Context: an optimization exercise on an open-source flow, tuned for small area. The choices shown serve that exercise and are no tape-out recipe.
Where RTL was checked, it was by simulation tests only, not by an equivalence proof against the original.
For run 2, only the layout was checked, not whether the RTL still works.
No activity file was given, so power comes from the tool's default toggle rates.

[flow/design.v]
module exec_mem_ctrl #(
    parameter int DM_WORDS = 64
) (
    input  logic        clk,
    input  logic        rst_n,
    input  logic [6:0]  opCode,
    input  logic [31:0] rd1,
    input  logic [31:0] rd2,
    input  logic [31:0] imm,
    input  logic [2:0]  op,
    input  logic        ALUSrc,
    input  logic        MemRead,
    input  logic        MemWrite,
    output logic [31:0] z,
    output logic        zero,
    output logic [31:0] memOut,
    output logic        isRtype,
    output logic        isItype,
    output logic        isLw,
    output logic        isStype,
    output logic        isbranch,
    output logic        isjump
);
    localparam int          AW       = (DM_WORDS > 1) ? $clog2(DM_WORDS) : 1;
    localparam logic [31:0] BYTE_LIM = 32'(4 * DM_WORDS);
    typedef enum logic [2:0] {
        ALU_AND = 3'b000,
        ALU_OR  = 3'b001,
        ALU_ADD = 3'b010,
        ALU_SUB = 3'b110,
        ALU_SLT = 3'b111
    } alu_op_e;
    logic [31:0] mem_q [DM_WORDS];
    logic [31:0] alu_b;
    logic [AW-1:0] word_idx;
    logic        in_range;
    always_comb begin
        isRtype  = (opCode == 7'h33);
        isLw     = (opCode == 7'h03);
        isItype  = (opCode == 7'h13) || (opCode == 7'h03);
        isStype  = (opCode == 7'h23);
        isbranch = (opCode == 7'h63);
        isjump   = (opCode == 7'h6F);
    end
    assign alu_b = ALUSrc ? imm : rd2;
    always_comb begin
        z = 32'h0;
        case (op)
            ALU_AND: z = rd1 & alu_b;
            ALU_OR:  z = rd1 | alu_b;
            ALU_ADD: z = rd1 + alu_b;
            ALU_SUB: z = rd1 - alu_b;
            ALU_SLT: z = {31'h0, ($signed(rd1) < $signed(alu_b))};
            default: z = 32'h0;
        endcase
    end
    assign zero = ~|z;
    assign word_idx = z[AW+1:2];
    assign in_range = (z < BYTE_LIM);
    always_ff @(posedge clk or negedge rst_n) begin
        if (!rst_n) begin
            for (int i = 0; i < DM_WORDS; i++) begin
                mem_q[i] <= 32'h0;
            end
        end else if (MemWrite && in_range) begin
            mem_q[word_idx] <= rd2;
        end
    end
    assign memOut = (MemRead && rst_n && in_range) ? mem_q[word_idx] : 32'h0;
endmodule
[flow/constraint.sdc]
create_clock -name core_clock -period 16.0 [get_ports {clk}]
set_input_delay 3.2000 -clock core_clock [delete_from_list [all_inputs] [get_ports {clk}]]
set_output_delay 3.2000 -clock core_clock [all_outputs]
set_load 0.01 [all_outputs]
[flow/config.mk]
export PLATFORM = sky130hd
export DESIGN_NAME = exec_mem_ctrl
export DESIGN_NICKNAME = exec_mem_ctrl
export VERILOG_FILES = /design/flow/design.v
export SDC_FILE = /design/flow/constraint.sdc
export NUM_CORES = 4
export LEC_CHECK = 0
export CAP_MARGIN = 20
export CORE_MARGIN = 2
export CORE_UTILIZATION = 30
export PLACE_DENSITY = 0.42
export SLEW_MARGIN = 20
[flow/run.sh]
#!/bin/bash
# synth_recipe.tcl (not shown) runs the flow's synth.tcl, then flattens the netlist and writes it again
# the make line also repeats each setting of config.mk as NAME=value (left out here)
make -C /OpenROAD-flow-scripts/flow DESIGN_CONFIG=/design/flow/config.mk WORK_HOME=/design/flow/orfs CLKGATE_MAP_FILE= SYNTH_SCRIPT=/design/flow/synth_recipe.tcl finish
==> results.toml, run 1 <==
[status]
outcome = "no timing/DRC/antenna violations"

[sta]
finalSetupViolCount = 0
period_needed_ns = 14.08
finalClockSkew_ns = 0
worst_slack_ns = 1.92
rsz0062_at_grt = "false"
tightest_slew_ns = 1.29
drv_slew = 0
hold_viol = 0
fin_tns_setup_ns = 0
max_clock_freq_ghz = 0.0710
max_slew_margin_pct = 14.0
finalCritPeriodShare_pct = 88.0

[floorplanning]
die_h_um = 577
die_area_um2 = 333000
start_util_pct = 30.2
core_um2 = 327000
die-width_um = 577
ioPinCount = 182
num_rows = 210

[grt]
grt_max_degree = 171
grt_antenna_before_repair = 69
grtUsageTotal_pct = 32.1
grt_overflow = 0
grt_pass1_wl_um = 721000
grt_pass1_vias = 73347

[placed_design]
pre_cts_ws_ns = 2.19
dpl_cell_area_um2 = 105000
portBuffers = 181
finalWeightedCongestion = 0.892
dp_hpwl_um = 334000
post-place-cells = 11780

[routing]
vias = 75750
wirelength_um = 546000
wl_met1_um = 225000
topRoutingLayerUsed = "met5"
wl_met3_um = 50800
initialDrtViolationCount = 9610
viasPerCell = 6.19
dr.pass1.iters = 8
wl_per_cell_um = 44.6
wl_met2_um = 239000
drc = 0
ant_nets = 0

[worst_setup_path]
critPathKind = "in -> out"
critical-path-max-stage-delay_ns = 0.93
crit_path_end_kind = "output port"
cp_slowest_cell = "nor3_2"
cp-start-kind = "input port"
path_cells = "buf_2 > mux2i_1 > inv_1 > ha_1 > fa_1 > nor2_1 > o31ai_1 > o221a_2 > o22a_1 > inv_1 > buf_4 > nand4_1 > nor3_2 > buf_4 > a22oi_1 > nand3_1 > a211oi_1 > and3_1 > nor3_1 > clkdlybuf4s50_1"
worstPathRequired_ns = 12.80
crit_arrival_ns = 10.88
cp_max_fo = 18

[layout]
most-common-layout-cells = "dfrtp_1 (2048), mux2_2 (921), mux2_1 (841)"
largest_register_ffs = 2048
areaGrowthSynthToFinish_pct = 14.8
final_common_cell = "dfrtp_1"
regMostFlops = "mem_q"
reg_top3 = "mem_q: 2048 flops"
final_nets = 7880
layout-drive-gt1-share_pct = 27.4
instances_no_fill = 12237
final_cell_area_um2 = 113000

[power_and_ir_drop]
swShare_pct = 28.1
pwr-share-seq_pct = 43.0
comb_power_share_pct = 10.8
p_clk_share_pct = 46.2
leakage_uw = 0.0557
p_switching_uw = 3390
p_total_uw = 12000
p_per_area_nw_per_um2 = 106
intPower_uw = 8660
ir_worst_vdd_mv = 0.0835

[yosys]
ys_warn_count = 2
synth_edf_count = 0
yosys_most_used_dff = "dfrtp_1"
netlist_instances = 7651
synth.cell_area_um2 = 98600
async_reset_ff_share_pct = 100
syn-mean-instance-area_um2 = 12.9
seq_area_frac_synth_pct = 52.0
ys_types = 98
ys_ff_latch = 2048

[clocking]
cts_buffers = 232
clockBufferDepth = 4
root_buffer = "clkbuf_16"
cts_tree = "yes"
clkSinkCount = 2048
h-tree-depth = 4
cts_hold_buf = 0
clock_latency_ns = 0.93
cts.repair.resized = 0
clk_pin_slew_ns = 0.06
post-cts-setup-buffers = 0

[run]
drv_cap = 0

[hold_path]
hp-class = "reg -> reg"
[power groups by stage]
stage	logic, uW	clock network (uW)	registers [uW]
floorplan	485	0	5280
global placement	1260	0	5280
detailed placement	1260	0	5280
CTS	1270	5590	5180
global route	1320	5800	5180
finish	1300	5560	5180
[cell families after synthesis]
logic type	Yosys count	share of synthesized area, %
flip-flops	2048	52.0
AO/OA/AOI/OAI	1402	10.6
XOR/XNOR	15	0.133
adder cells (fa/ha/maj)	99	1.27
buffers and inverters	894	4.50
AND/OR/NAND/NOR	1069	6.23
multiplexers	2124	25.3
[final timing paths]
path,startpoint,to,slack [ns],cells after the start
max in group asynchronous,rst_n,mem_q[37][26],8.78,8
setup reg to reg,mem_q[6][4],mem_q[6][4],15.13,1
hold reg to reg,mem_q[46][17],mem_q[46][17],0.48,1
min in group asynchronous,rst_n,mem_q[4][10],2.18,1
hold / removal,mem_q[46][17],mem_q[46][17],0.48,1
setup / recovery,ALUSrc,memOut[8],1.92,20
[per-layer routing]
layer / track usage, % / vias up
met5: 0 / -
met4: 15.8 / 18
met3: 8.23 / 1271
met2: 48.6 / 4634
met1: 42.7 / 41205
li1: - / 28622
[cells in the mapped netlist, drive strengths merged, types with 87 or more instances]
| library cell | n | area (um^2) |
|---|---|---|
| mux2 | 2062 | 24300 |
| dfrtp | 2048 | 51200 |
| a22oi | 584 | 4380 |
| clkbuf | 472 | 1770 |
| buf | 307 | 2230 |
| nand2 | 208 | 781 |
| nand3 | 200 | 1000 |
| nand4 | 191 | 1770 |
| a21oi | 171 | 856 |
| nor2 | 147 | 552 |
| inv | 115 | 432 |
| a221oi | 107 | 937 |
| ha | 97 | 1210 |
| o21ai | 87 | 435 |
[cell type report]
cell class                      count  area (um^2)
Multi-Input combinational cell   4709        43300
Timing Repair Buffer              564         4940
Fill cell                       31987       214000
Sequential cell                  2048        51200
Clock inverter                     54          664
Clock buffer                      358         7020
Antenna cell                       43          108
Tap cell                         4346         5440
Inverter                          115          442
[per-stage QoR]
stage | hold slack, ns | util (%)
6_report | 0.485 | 34.6
4_1_cts | 0.487 | 34.5
3_3_place_gp | 0.466 | 32.2
2_1_floorplan | 0.456 | -
3_5_place_dp | 0.473 | 32.2
5_1_grt | 0.496 | 34.6
[critical path: cells and delay by family]
kind / cells / cell delay (ns)
muxes: 1 / 0.32
and+or+nand+nor: 6 / 2.97
AOI/OAI and AO/OA: 5 / 1.26
adders and majority gates: 2 / 0.66
buffers and inverters: 6 / 2.37
==> inputs of run 2 (changes only) <==
==> flow/design.v (replaced) <==
module exec_mem_wbit (
    input  logic q,
    input  logic d,
    input  logic we,
    input  logic we_n,
    output logic nq
);
    assign nq = (q & we_n) | (d & we);
endmodule
module exec_mem_rd3 (
    input  logic [2:0] q,
    input  logic [2:0] s,
    output logic       y_n
);
    assign y_n = ~((q[0] & s[0]) | (q[1] & s[1]) | (q[2] & s[2]));
endmodule
module exec_mem_ctrl #(
    parameter int DM_WORDS = 64
) (
    input  logic        clk,
    input  logic        rst_n,
    input  logic [6:0]  opCode,
    input  logic [31:0] rd1,
    input  logic [31:0] rd2,
    input  logic [31:0] imm,
    input  logic [2:0]  op,
    input  logic        ALUSrc,
    input  logic        MemRead,
    input  logic        MemWrite,
    output logic [31:0] z,
    output logic        zero,
    output logic [31:0] memOut,
    output logic        isRtype,
    output logic        isItype,
    output logic        isLw,
    output logic        isStype,
    output logic        isbranch,
    output logic        isjump
);
    localparam int          AW       = (DM_WORDS > 1) ? $clog2(DM_WORDS) : 1;
    localparam logic [31:0] BYTE_LIM = 32'(4 * DM_WORDS);
    localparam int          NG       = (DM_WORDS + 2) / 3;    
    localparam int          NW3      = 3 * NG;
    logic [31:0]         mem_q [DM_WORDS];
    logic [31:0]         mem_d [DM_WORDS];
    logic [DM_WORDS-1:0] valid_q;
    logic [31:0]         alu_b;
    logic [AW-1:0]       word_idx;
    logic                in_range;
    logic [DM_WORDS-1:0] wsel;
    logic [DM_WORDS-1:0] wsel_n;
    logic [NW3-1:0]      rsel;
    logic [31:0]         rq [NW3];
    logic [NG-1:0]       part_n [32];
    always_comb begin
        isRtype  = (opCode == 7'h33);
        isLw     = (opCode == 7'h03);
        isItype  = (opCode == 7'h13) || (opCode == 7'h03);
        isStype  = (opCode == 7'h23);
        isbranch = (opCode == 7'h63);
        isjump   = (opCode == 7'h6F);
    end
    assign alu_b = ALUSrc ? imm : rd2;
    always_comb begin
        z = 32'h0;
        case (op)
            3'b000: z = rd1 & alu_b;
            3'b001: z = rd1 | alu_b;
            3'b010: z = rd1 + alu_b;
            3'b110: z = rd1 - alu_b;
            3'b111: z = {31'h0, ($signed(rd1) < $signed(alu_b))};
            default: z = 32'h0;
        endcase
    end
    assign zero = ~|z;
    assign word_idx = z[AW+1:2];
    assign in_range = (z < BYTE_LIM);
    always_comb begin
        rsel = '0;
        for (int i = 0; i < DM_WORDS; i++) begin
            wsel[i]   = MemWrite && in_range && (word_idx == AW'(i));
            wsel_n[i] = ~wsel[i];
            rsel[i]   = MemRead && in_range && valid_q[i] && (word_idx == AW'(i));
        end
    end
    always_ff @(posedge clk or negedge rst_n) begin
        if (!rst_n) valid_q <= '0;
        else        valid_q <= valid_q | wsel;
    end
    for (genvar i = 0; i < DM_WORDS; i++) begin : g_word
        for (genvar b = 0; b < 32; b++) begin : g_bit
            exec_mem_wbit u_w (
                .q(mem_q[i][b]), .d(rd2[b]), .we(wsel[i]), .we_n(wsel_n[i]),
                .nq(mem_d[i][b])
            );
        end
        always_ff @(posedge clk) mem_q[i] <= mem_d[i];
    end
    for (genvar i = 0; i < NW3; i++) begin : g_rq
        if (i < DM_WORDS) begin : g_real
            assign rq[i] = mem_q[i];
        end else begin : g_pad
            assign rq[i] = '0;
        end
    end
    for (genvar g = 0; g < NG; g++) begin : g_grp
        for (genvar b = 0; b < 32; b++) begin : g_bit
            exec_mem_rd3 u_r (
                .q({rq[3*g+2][b], rq[3*g+1][b], rq[3*g][b]}),
                .s(rsel[3*g+2:3*g]),
                .y_n(part_n[b][g])
            );
        end
    end
    always_comb begin
        for (int b = 0; b < 32; b++) begin
            memOut[b] = ~&part_n[b];
        end
    end
endmodule
--- a/flow/config.mk
+++ b/flow/config.mk
@@ -8,5 +8,6 @@
 export CAP_MARGIN = 20
 export CORE_MARGIN = 2
-export CORE_UTILIZATION = 30
-export PLACE_DENSITY = 0.42
+export CORE_UTILIZATION = 55
+export PLACE_DENSITY = 0.65
 export SLEW_MARGIN = 20
+export SYNTH_HIERARCHICAL = 1
==> run 2 against run 1 <==
Combinational power shrank 48%. Largest power group is now sequential cells. Critical path type unchanged. Critical path depth is 1 higher. Synthesized cell count decreased by 16%. Design area is 18% lower. Register-to-register slack gained 0.14 ns. Critical endpoint is now memOut[23]. Largest cell class unchanged.
==> results.toml, run 2 <==
[grt]
grt_pass1_vias = 66678
grt_pass1_wl_um = 484000
grt_max_degree = 157
grt_antenna_before_repair = 24
grt_overflow = 0
grtUsageTotal_pct = 44.8

[sta]
fin_tns_setup_ns = 0
drv_slew = 0
max_clock_freq_ghz = 0.0643
finalClockSkew_ns = 0
finalCritPeriodShare_pct = 97.2
rsz0062_at_grt = "false"
hold_viol = 0
tightest_slew_ns = 1.28
max_slew_margin_pct = 15.0
period_needed_ns = 15.56
finalSetupViolCount = 0

[worst_setup_path]
cp_num_cells = 21
crit_arrival_ns = 12.36
cpLargestDelayFamily = "simple AND/OR/NAND/NOR gates"
cp-start-kind = "input port"
cp_max_fo = 33
cp.buffers_inverters = 5
critPathKind = "in -> out"
worstPathRequired_ns = 12.80
cp_slowest_cell = "nor4_1"
cpMostUsedCell = "buf_4"
critical-path-max-stage-delay_ns = 0.96
reg2regPathDepth = 1
crit_path_end_kind = "output port"
path_cells = "buf_2 > mux2i_1 > ha_1 > or4_1 > nor4_1 > a22oi_1 > o21ai_1 > a41oi_1 > o221a_2 > o22ai_1 > nor4_2 > nand3_4 > buf_4 > nor3_4 > buf_4 > a222oi_1 > nand4_1 > nor4_1 > buf_4 > nand4_1 > clkdlybuf4s50_1"

[layout]
final_common_cell = "a22o_1"
instances_no_fill = 9217
regMostFlops = "mem_q"
areaGrowthSynthToFinish_pct = 18.4
layout-drive-gt1-share_pct = 12.0
finalCoreUtilization_pct = 65.4
largest_register_ffs = 2048
final_nets = 7360
most-common-layout-cells = "a22o_1 (2049), dfxtp_1 (2048), a222oi_1 (704)"
reg_top3 = "mem_q: 2048 flops, valid_q: 64 flops"

[placed_design]
dp_hpwl_um = 204000
portBuffers = 181
finalWeightedCongestion = 0.980
post-place-cells = 8832

[yosys]
synth_edf_count = 0
async_reset_ff_share_pct = 3.03
ys_warn_count = 13
netlist_top_cells_count = "a22o_1 (2049), dfxtp_1 (2048), a222oi_1 (704)"
syn-mean-instance-area_um2 = 12.1
yosysTopAreaCell = "dfxtp_1"
synthTopCellsByArea = "dfxtp_1 (53%), a22o_1 (23%), a222oi_1 (9.0%)"
ys_ff_latch = 2112
seq_area_frac_synth_pct = 54.6
yosys_most_used_dff = "dfxtp_1"
synth_most_common_cell = "a22o_1"
synth.cell_area_um2 = 78100
netlist_instances = 6448
ys_types = 90
netlist.area_leader.share_pct = 52.5

[status]
outcome = "no timing/DRC/antenna violations"

[routing]
ant_nets = 0
dr.pass1.iters = 12
wirelength_um = 339000
viasPerCell = 7.75
wl_per_cell_um = 36.8
drc = 0
vias = 71414
initialDrtViolationCount = 13607

[clocking]
clock_latency_ns = 0.82
clkSinkCount = 2112
clk_pin_slew_ns = 0.06
clockBufferDepth = 3
cts_tree = "yes"
cts.repair.resized = 0
post-cts-setup-buffers = 0
root_buffer = "clkbuf_16"
h-tree-depth = 4
cts_hold_buf = 0
cts_buffers = 204

[floorplanning]
ioPinCount = 182
die-width_um = 381
die_h_um = 381
core_um2 = 141000
die_area_um2 = 145000
num_rows = 138
start_util_pct = 55.3

[run]
drv_cap = 0

[power_and_ir_drop]
ir_worst_vdd_mv = 0.114
leakage_uw = 0.0363
p_per_area_nw_per_um2 = 120

[hold_path]
hp-class = "reg -> reg"
hold_path_depth = 1
-- run 2: logic make-up (layout without fill, tap and decap cells) --
group / after synthesis / after routing / share of synthesized area [%]
compound gates: 3104 / 3104 / 35.4
flops: 2112 / 2112 / 54.6
simple gates: 818 / 818 / 6.20
buf+inv: 245 / 993 / 1.40
fa+ha+maj: 101 / 101 / 1.64
mux: 46 / 46 / 0.593
xor+xnor: 21 / 21 / 0.236
other cells: 1 / 132 / 0.00480
-- run 2: layout make-up --
cell class / instances / area [um^2]
timing repair buffer: 496 / 4360
multi-input combinational: 4218 / 35500
clock inverter: 78 / 1110
clock buffer: 303 / 6070
antenna: 4 / 10.0
tap: 1890 / 2360
sequential: 2112 / 42600
fill: 11144 / 48800
inverter: 116 / 435
-- run 2: layer usage --
metal	vias to the layer above	share of wire [%]	GRT usage, %
met2	5524	40	61.8
met1	35535	38	60.4
met5	-	0.053	0
met3	1036	15	16.5
met4	28	6.4	24.6
li1	29291	-	-
-- run 2: where the power goes --
| part | internal, uW | switching (uW) | leakage, uW |
|---|---|---|---|
| logic | 179 | 500 | 0.0154 |
| clock network | 2970 | 2160 | 0.00355 |
| registers | 5260 | 1.06 | 0.0174 |
-- run 2: worst paths after layout --
check                               from            end  slack [ns]
min in group asynchronous          rst_n    valid_q[29]        2.48
min reg2reg                   valid_q[0]     valid_q[0]        0.46
min                           valid_q[0]     valid_q[0]        0.46
max in group asynchronous          rst_n     valid_q[9]       12.81
max reg2reg                mem_q[30][29]  mem_q[30][29]       15.27
max                               ALUSrc     memOut[23]        0.44
-- run 2: metrics by stage --
stage | hold slack (ns) | setup WS, ns | area [um^2] | power (uW)
after global placement | 0.444 | 0.920 | 85200 | 6030
after floorplan | 0.428 | 2.90 | 78600 | 5660
after global routing | 0.470 | 0.506 | 92400 | 11300
after detailed placement | 0.447 | 1.02 | 85200 | 6020
after CTS | 0.461 | 0.997 | 92400 | 11000
final | 0.457 | 0.444 | 92400 | 11100
-- run 2: per-module statistics from Yosys, one instance, submodules excluded --
module,copies in the design,cells inside,cell area [um^2],flops+latches
exec_mem_ctrl,1,3696,53100,2112
exec_mem_rd3,704,1,10.0,0
exec_mem_wbit,2048,1,8.76,0

afterwards: timing with drivers on the ports:
In the flow no input, the clock included, has a driving cell. The finished layouts below were timed again as built, in two steps.
Step 1: set_driving_cell puts a clkbuf_16 on clk and a buf_2 on each other input, an assumption about the parent block.
Step 2 adds t to the input delays and takes it off the output delays; t is the mean of the earliest and latest rising clock arrival at the registers after step 1. Input paths then give back, and output paths get back, about the clock's delay inside the block.
Three values: ideal ports, drivers, drivers and shift; two values: the first two.
run | shift t [ns] | slack for setup (ns) | worst hold slack (ns)
run 1 | 1.008 | 1.924 / 1.894 / 1.894 | 0.485 / 0.485 / 0.485
run 2 | 0.908 | 0.444 / 0.419 / 0.419 | 0.457 / 0.457 / 0.457
After both steps every run listed still meets setup and hold. For run 1, which loses most, drivers alone change the setup slack by -0.030 ns; drivers and shift together by -0.030 ns.
